Background: an optimization exercise with open tools, aiming at small area and a short achievable clock period. Do not read the settings as production practice. Function was checked by simulation only, so behaviour that the tests miss may differ from the original. No activity file was given, so power comes from the tool's default toggle rates.

delta:
==> module lineStore, before the edit <==
module lineStore (
    input  logic                    CLK,
    input  logic                    rst,
    input  logic                    enable,
    input  cacheCmdPkg::cmdT        cmd,
    input  cacheGeomPkg::indexT     writeIndex,
    input  cacheGeomPkg::lineT      writeLine,
    input  cacheGeomPkg::entryMaskT [cacheGeomPkg::numSlices-1:0] localSel,
    input  cacheGeomPkg::groupMaskT [cacheGeomPkg::numSlices-1:0] groupAny,
    input  logic                    matchAny,
    output logic                    hit,
    output cacheGeomPkg::lineT      line
);
    cacheGeomPkg::lineT readLine;
    logic  writeEn;
    logic  lookupEn;
    assign writeEn  = enable && (cmd == cacheCmdPkg::cmdWrite);
    assign lookupEn = enable && (cmd == cacheCmdPkg::cmdLookup);
    localparam int sliceWidth = cacheGeomPkg::lineWidth / cacheGeomPkg::numSlices;
    typedef logic [sliceWidth-1:0] sliceT;
    sliceT memArray [cacheGeomPkg::numSlices][cacheGeomPkg::numEntries];
    for (genvar h = 0; h < cacheGeomPkg::numSlices; h++) begin : gSlice
        cacheGeomPkg::entryMaskT sliceSel;
        writeDecode writeDecodeInst (
            .writeEn    (writeEn),
            .writeIndex (writeIndex),
            .writeSel   (sliceSel)
        );
        for (genvar i = 0; i < cacheGeomPkg::numEntries; i++) begin : gLine
            always_ff @(posedge CLK) begin
                if (sliceSel[i]) begin
                    memArray[h][i] <= writeLine[h*sliceWidth +: sliceWidth];
                end
            end
        end
    end
    localparam int levels     = $clog2(cacheGeomPkg::numGroups);
    sliceT termLine  [cacheGeomPkg::groupSize];
    sliceT nodeLine  [levels+1][cacheGeomPkg::numGroups];
    logic  nodeAny   [levels+1][cacheGeomPkg::numGroups];
    always_comb begin
        for (int h = 0; h < cacheGeomPkg::numSlices; h++) begin
            for (int l = 0; l <= levels; l++) begin
                for (int n = 0; n < cacheGeomPkg::numGroups; n++) begin
                    nodeLine[l][n] = '0;
                    nodeAny[l][n]  = 1'b0;
                end
            end
            for (int g = 0; g < cacheGeomPkg::numGroups; g++) begin
                for (int k = 0; k < cacheGeomPkg::groupSize; k++) begin
                    termLine[k] = memArray[h][g*cacheGeomPkg::groupSize+k]
                        & {sliceWidth{localSel[h][g*cacheGeomPkg::groupSize+k]}};
                end
                for (int w = cacheGeomPkg::groupSize / 2; w >= 1; w = w / 2) begin
                    for (int k = 0; k < w; k++) begin
                        termLine[k] = termLine[2*k] | termLine[2*k+1];
                    end
                end
                nodeLine[0][g] = termLine[0];
                nodeAny[0][g]  = groupAny[h][g];
            end
            for (int l = 1; l <= levels; l++) begin
                for (int n = 0; n < (cacheGeomPkg::numGroups >> l); n++) begin
                    nodeLine[l][n] = nodeLine[l-1][2*n]
                        | (nodeLine[l-1][2*n+1] & {sliceWidth{~nodeAny[l-1][2*n]}});
                    nodeAny[l][n]  = nodeAny[l-1][2*n] | nodeAny[l-1][2*n+1];
                end
            end
            readLine[h*sliceWidth +: sliceWidth] = nodeLine[levels][0];
        end
    end
    always_ff @(posedge CLK) begin
        if (rst) begin
            hit <= 1'b0;
        end else if (lookupEn) begin
            hit <= matchAny;
        end else if (writeEn) begin
            hit <= 1'b0;
        end
    end
    for (genvar h = 0; h < cacheGeomPkg::numSlices; h++) begin : gResult
        logic sliceLookupEn;
        lookupDecode lookupDecodeInst (
            .enable   (enable),
            .cmd      (cmd),
            .lookupEn (sliceLookupEn)
        );
        always_ff @(posedge CLK) begin
            if (rst) begin
                line[h*sliceWidth +: sliceWidth] <= '0;
            end else if (sliceLookupEn) begin
                line[h*sliceWidth +: sliceWidth] <= readLine[h*sliceWidth +: sliceWidth];
            end
        end
    end
endmodule
==> module lookupDecode, before the edit <==
module lookupDecode (
    input  logic             enable,
    input  cacheCmdPkg::cmdT cmd,
    output logic             lookupEn
);
    assign lookupEn = enable && (cmd == cacheCmdPkg::cmdLookup);
endmodule
==> flow/config.mk <==
export PLATFORM = sky130hd
export DESIGN_NAME = camCacheTop
export DESIGN_NICKNAME = camCacheTop
export VERILOG_FILES = /design/flow/design.v
export SDC_FILE = /design/flow/constraint.sdc
export NUM_CORES = 8
export LEC_CHECK = 0
export ABC_AREA = 1
export CAP_MARGIN = 30
export CORE_MARGIN = 2
export CORE_UTILIZATION = 50
export CTS_BUF_LIST = sky130_fd_sc_hd__clkbuf_16
export CTS_CLUSTER_DIAMETER = 60
export CTS_CLUSTER_SIZE = 24
export PLACE_DENSITY = 0.6
export SETUP_SLACK_MARGIN = 5
export SLEW_MARGIN = 30
export SYNTH_HIERARCHICAL = 1
export SYNTH_MEMORY_MAX_BITS = 16384
export TNS_END_PERCENT = 5
==> flow/constraint.sdc <==
create_clock -name core_clock -period 10.0 [get_ports {CLK}]
set_input_delay 2.0000 -clock core_clock [delete_from_list [all_inputs] [get_ports {CLK}]]
set_output_delay 2.0000 -clock core_clock [all_outputs]
set_load 0.01 [all_outputs]
standard.sh (not shown) runs the stock make flow with config.mk's settings and CLKGATE_MAP_FILE= SYNTH_SCRIPT=/design/flow/synth_recipe.tcl, a recipe that flattens the netlist after the stock synthesis.
==> flow/flow/run.sh <==
#!/bin/bash
# Layout flow: the standard ORFS flow with tuned repair settings (see args.sh).
set -o pipefail
source flow/args.sh
bash standard.sh "${ARGS[@]}" finish > standard.log 2>&1
==> flow/flow/args.sh <==
ARGS=(MATCH_CELL_FOOTPRINT=0 "BUFFER_PORTS_ARGS=-buffer_cell sky130_fd_sc_hd__buf_4" SETUP_SLACK_MARGIN=7 TNS_END_PERCENT=0)
For gamma, these inputs were changed with respect to delta:
-- flow/design.v --
<<< delta, line 190
    always_ff @(posedge CLK) begin
        if (rst) begin
            hit <= 1'b0;
        end else if (lookupEn) begin
            hit <= matchAny;
        end else if (writeEn) begin
            hit <= 1'b0;
        end
    end
    for (genvar h = 0; h < cacheGeomPkg::numSlices; h++) begin : gResult
        logic sliceLookupEn;
        lookupDecode lookupDecodeInst (
            .enable   (enable),
            .cmd      (cmd),
            .lookupEn (sliceLookupEn)
        );
        always_ff @(posedge CLK) begin
            if (rst) begin
                line[h*sliceWidth +: sliceWidth] <= '0;
            end else if (sliceLookupEn) begin
                line[h*sliceWidth +: sliceWidth] <= readLine[h*sliceWidth +: sliceWidth];
            end
        end
    end
endmodule
module lookupDecode (
    input  logic             enable,
    input  cacheCmdPkg::cmdT cmd,
    output logic             lookupEn
);
    assign lookupEn = enable && (cmd == cacheCmdPkg::cmdLookup);
endmodule
`default_nettype wire
>>> gamma, line 190
    always_ff @(posedge CLK) begin
        if (rst) begin
            hit  <= 1'b0;
            line <= '0;
        end else if (lookupEn) begin
            hit  <= matchAny;
            line <= readLine;
        end else if (writeEn) begin
            hit <= 1'b0;
        end
    end
endmodule
`default_nettype wire
--- outcome ---
- For multi-input combinational area share, delta and gamma come out practically identical.
- As far as maximum frequency is concerned, gamma and delta perform about the same.
- The post-cts sizing count in delta is 1.4 times that in gamma.
- Between delta and gamma, the initial core utilization figures differ only marginally.
- Compared delta against gamma; global-route total usage across every layer within noise.
- Critical path required time: gamma > delta
- Area of placed instances across gamma and delta: no real change.
- gamma ended up with tag[13] as its timing startpoint of the critical path; delta ended up with enable.
- Any difference in final clock period utilization by the worst path between delta and gamma is small enough to ignore.
- Measured against each other, gamma and delta differ in worst clock skew, the lower figure coming from gamma.
- In the reports for gamma and delta, the smaller total chip power belongs to delta.
- The minimum period implied by the final worst setup slack of gamma is lower than that of delta.
- Compared gamma vs delta, and remaining max-slew budget at the tightest pin is up in gamma.

* * *

The RTL this note starts from:
==> flow/design.v <==
`default_nettype none
package cacheGeomPkg;
    localparam int numEntries = 64;
    localparam int tagWidth = 16;
    localparam int lineWidth = 128;
    localparam int indexWidth = $clog2(numEntries);
    localparam int groupSize = 4;
    localparam int numGroups = numEntries / groupSize;
    localparam int numSlices = 4;
    typedef logic [tagWidth-1:0] tagT;
    typedef logic [indexWidth-1:0] indexT;
    typedef logic [lineWidth-1:0] lineT;
    typedef logic [numEntries-1:0] entryMaskT;
    typedef logic [numGroups-1:0] groupMaskT;
endpackage
`default_nettype wire
`default_nettype none
package cacheCmdPkg;
    typedef enum logic [0:0] {
        cmdWrite  = 1'b0,
        cmdLookup = 1'b1
    } cmdT;
endpackage
`default_nettype wire
`timescale 1ns/1ps
`default_nettype none
module tagCam (
    input  logic                    CLK,
    input  logic                    rst,
    input  logic                    enable,
    input  cacheCmdPkg::cmdT        cmd,
    input  cacheGeomPkg::indexT     writeIndex,
    input  cacheGeomPkg::tagT       tag,
    output cacheGeomPkg::entryMaskT writeSel,
    output cacheGeomPkg::entryMaskT matchVec
);
    cacheGeomPkg::entryMaskT validVec;
    logic      writeEn;
    assign writeEn = enable && (cmd == cacheCmdPkg::cmdWrite);
    always_comb begin
        writeSel = '0;
        writeSel[writeIndex] = writeEn;
    end
    always_ff @(posedge CLK) begin
        if (rst) begin
            validVec <= '0;
        end else begin
            validVec <= validVec | writeSel;
        end
    end
    for (genvar i = 0; i < cacheGeomPkg::numEntries; i++) begin : gEntry
        cacheGeomPkg::tagT tagReg;
        always_ff @(posedge CLK) begin
            if (writeSel[i]) begin
                tagReg <= tag;
            end
        end
        tagCompare tagCompareInst (
            .valid  (validVec[i]),
            .stored (tagReg),
            .tag    (tag),
            .match  (matchVec[i])
        );
    end
endmodule
module tagCompare (
    input  logic              valid,
    input  cacheGeomPkg::tagT stored,
    input  cacheGeomPkg::tagT tag,
    output logic              match
);
    assign match = valid && (stored == tag);
endmodule
`default_nettype wire
`timescale 1ns/1ps
`default_nettype none
module matchEncoder (
    input  cacheGeomPkg::entryMaskT matchVec,
    output cacheGeomPkg::entryMaskT localSel,
    output cacheGeomPkg::groupMaskT groupAny,
    output logic                    matchAny
);
    always_comb begin
        for (int g = 0; g < cacheGeomPkg::numGroups; g++) begin
            logic [cacheGeomPkg::groupSize-1:0] m;
            logic [cacheGeomPkg::groupSize-1:0] p;
            m = matchVec[g*cacheGeomPkg::groupSize +: cacheGeomPkg::groupSize];
            p = m;
            for (int s = 1; s < cacheGeomPkg::groupSize; s = s * 2) begin
                p = p | (p << s);
            end
            localSel[g*cacheGeomPkg::groupSize +: cacheGeomPkg::groupSize] = m & ~(p << 1);
            groupAny[g] = |m;
        end
    end
    assign matchAny = |groupAny;
endmodule
`default_nettype wire
`timescale 1ns/1ps
`default_nettype none
module lineStore (
    input  logic                    CLK,
    input  logic                    rst,
    input  logic                    enable,
    input  cacheCmdPkg::cmdT        cmd,
    input  cacheGeomPkg::entryMaskT writeSel,
    input  cacheGeomPkg::lineT      writeLine,
    input  cacheGeomPkg::entryMaskT [cacheGeomPkg::numSlices-1:0] localSel,
    input  cacheGeomPkg::groupMaskT [cacheGeomPkg::numSlices-1:0] groupAny,
    input  logic                    matchAny,
    output logic                    hit,
    output cacheGeomPkg::lineT      line
);
    cacheGeomPkg::lineT readLine;
    logic  writeEn;
    logic  lookupEn;
    assign writeEn  = enable && (cmd == cacheCmdPkg::cmdWrite);
    assign lookupEn = enable && (cmd == cacheCmdPkg::cmdLookup);
    cacheGeomPkg::lineT memArray [cacheGeomPkg::numEntries];
    for (genvar i = 0; i < cacheGeomPkg::numEntries; i++) begin : gLine
        always_ff @(posedge CLK) begin
            if (writeSel[i]) begin
                memArray[i] <= writeLine;
            end
        end
    end
    localparam int levels     = $clog2(cacheGeomPkg::numGroups);
    localparam int sliceWidth = cacheGeomPkg::lineWidth / cacheGeomPkg::numSlices;
    typedef logic [sliceWidth-1:0] sliceT;
    sliceT termLine  [cacheGeomPkg::groupSize];
    sliceT nodeLine  [levels+1][cacheGeomPkg::numGroups];
    logic  nodeAny   [levels+1][cacheGeomPkg::numGroups];
    always_comb begin
        for (int h = 0; h < cacheGeomPkg::numSlices; h++) begin
            for (int l = 0; l <= levels; l++) begin
                for (int n = 0; n < cacheGeomPkg::numGroups; n++) begin
                    nodeLine[l][n] = '0;
                    nodeAny[l][n]  = 1'b0;
                end
            end
            for (int g = 0; g < cacheGeomPkg::numGroups; g++) begin
                for (int k = 0; k < cacheGeomPkg::groupSize; k++) begin
                    termLine[k] = memArray[g*cacheGeomPkg::groupSize+k][h*sliceWidth +: sliceWidth]
                        & {sliceWidth{localSel[h][g*cacheGeomPkg::groupSize+k]}};
                end
                for (int w = cacheGeomPkg::groupSize / 2; w >= 1; w = w / 2) begin
                    for (int k = 0; k < w; k++) begin
                        termLine[k] = termLine[2*k] | termLine[2*k+1];
                    end
                end
                nodeLine[0][g] = termLine[0];
                nodeAny[0][g]  = groupAny[h][g];
            end
            for (int l = 1; l <= levels; l++) begin
                for (int n = 0; n < (cacheGeomPkg::numGroups >> l); n++) begin
                    nodeLine[l][n] = nodeLine[l-1][2*n]
                        | (nodeLine[l-1][2*n+1] & {sliceWidth{~nodeAny[l-1][2*n]}});
                    nodeAny[l][n]  = nodeAny[l-1][2*n] | nodeAny[l-1][2*n+1];
                end
            end
            readLine[h*sliceWidth +: sliceWidth] = nodeLine[levels][0];
        end
    end
    always_ff @(posedge CLK) begin
        if (rst) begin
            hit  <= 1'b0;
            line <= '0;
        end else if (lookupEn) begin
            hit  <= matchAny;
            line <= readLine;
        end else if (writeEn) begin
            hit <= 1'b0;
        end
    end
endmodule
`default_nettype wire
`timescale 1ns/1ps
`default_nettype none
module camCacheTop (
    input  logic                CLK,
    input  logic                rst,
    input  logic                enable,
    input  cacheCmdPkg::cmdT    cmd,
    input  cacheGeomPkg::indexT writeIndex,
    input  cacheGeomPkg::tagT   tag,
    input  cacheGeomPkg::lineT  writeLine,
    output logic                hit,
    output cacheGeomPkg::lineT  line
);
    cacheGeomPkg::entryMaskT writeSel;
    cacheGeomPkg::entryMaskT matchVec;
    cacheGeomPkg::entryMaskT [cacheGeomPkg::numSlices-1:0] localSel;
    cacheGeomPkg::groupMaskT [cacheGeomPkg::numSlices-1:0] groupAny;
    logic [cacheGeomPkg::numSlices-1:0] matchAny;
    tagCam tagCamInst (
        .CLK        (CLK),
        .rst        (rst),
        .enable     (enable),
        .cmd        (cmd),
        .writeIndex (writeIndex),
        .tag        (tag),
        .writeSel   (writeSel),
        .matchVec   (matchVec)
    );
    for (genvar h = 0; h < cacheGeomPkg::numSlices; h++) begin : gSlice
        matchEncoder matchEncoderInst (
            .matchVec   (matchVec),
            .localSel   (localSel[h]),
            .groupAny   (groupAny[h]),
            .matchAny   (matchAny[h])
        );
    end
    lineStore lineStoreInst (
        .CLK        (CLK),
        .rst        (rst),
        .enable     (enable),
        .cmd        (cmd),
        .writeSel   (writeSel),
        .writeLine  (writeLine),
        .localSel   (localSel),
        .groupAny   (groupAny),
        .matchAny   (matchAny[0]),
        .hit        (hit),
        .line       (line)
    );
endmodule
`default_nettype wire
export LEC_CHECK = 0
export ABC_AREA = 1
export CAP_MARGIN = 30
export CORE_MARGIN = 2
export CORE_UTILIZATION = 50
export CTS_BUF_LIST = sky130_fd_sc_hd__clkbuf_16
export CTS_CLUSTER_DIAMETER = 60
export CTS_CLUSTER_SIZE = 24
export PLACE_DENSITY = 0.6
export SETUP_SLACK_MARGIN = 5
export SLEW_MARGIN = 30
export SYNTH_HIERARCHICAL = 1
export SYNTH_MEMORY_MAX_BITS = 16384
export TNS_END_PERCENT = 5
create_clock -name core_clock -period 10.0 [get_ports {CLK}]
Scripts as last shown in full above: flow/flow/run.sh, flow/flow/args.sh
Edit:
--- a/flow/design.v
+++ b/flow/design.v
@@ -3,9 +3,9 @@
     localparam int numEntries = 64;
     localparam int tagWidth = 16;
     localparam int lineWidth = 128;
     localparam int indexWidth = $clog2(numEntries);
-    localparam int groupSize = 4;
+    localparam int groupSize = 8;
     localparam int numGroups = numEntries / groupSize;
     localparam int numSlices = 4;
     typedef logic [tagWidth-1:0] tagT;
     typedef logic [indexWidth-1:0] indexT;
The new run ran to the end with no violations.
Sequential power stays flat.
Utilization drops by 0.41 points.
Routed wire length is lower by 3.4%.
Worst hold slack stays flat.
Clock skew goes down by 0.0038 ns.
Global-route usage went down by 1.6 points.
Clock-buffer cell count goes up by 26.

static timing again, ports no longer ideal:
How much do the figures lean on ideal ports? The routed layouts below were timed once more, with nothing changed but the port constraints.
Step 1, drivers: a clkbuf_16 drives CLK and a buf_2 each remaining input, both assumed.
Step 2 also shifts input and output timing later by t, the mid clock arrival at the registers, as if the neighbouring blocks saw the same clock.
Slacks: ideal / step 1 / step 2; pairs: ideal / step 1.
run | shift t [ns] | setup slack, ns | latest minus earliest clock arrival (ns) | slew at the worst register clock pin (ns) | pins driven straight from the clock port
delta | 1.318 | 5.932 / 5.641 / 4.323 | 0.090 / 0.090 | 0.10 / 0.10 | 1
gamma | 1.312 | 5.939 / 5.653 / 4.341 | 0.065 / 0.065 | 0.10 / 0.10 | 1
the first run of note 2 | 1.338 | 5.742 / 5.351 / 4.013 | 0.078 / 0.078 | 0.10 / 0.10 | 1
the second run of note 2 | 1.324 | 5.781 / 5.608 / 4.284 | 0.074 / 0.074 | 0.10 / 0.10 | 1
After both steps every run listed still meets setup and hold. The setup slack of the first run of note 2, which loses most, moves by -0.391 ns with the drivers and by -1.729 ns with both steps.
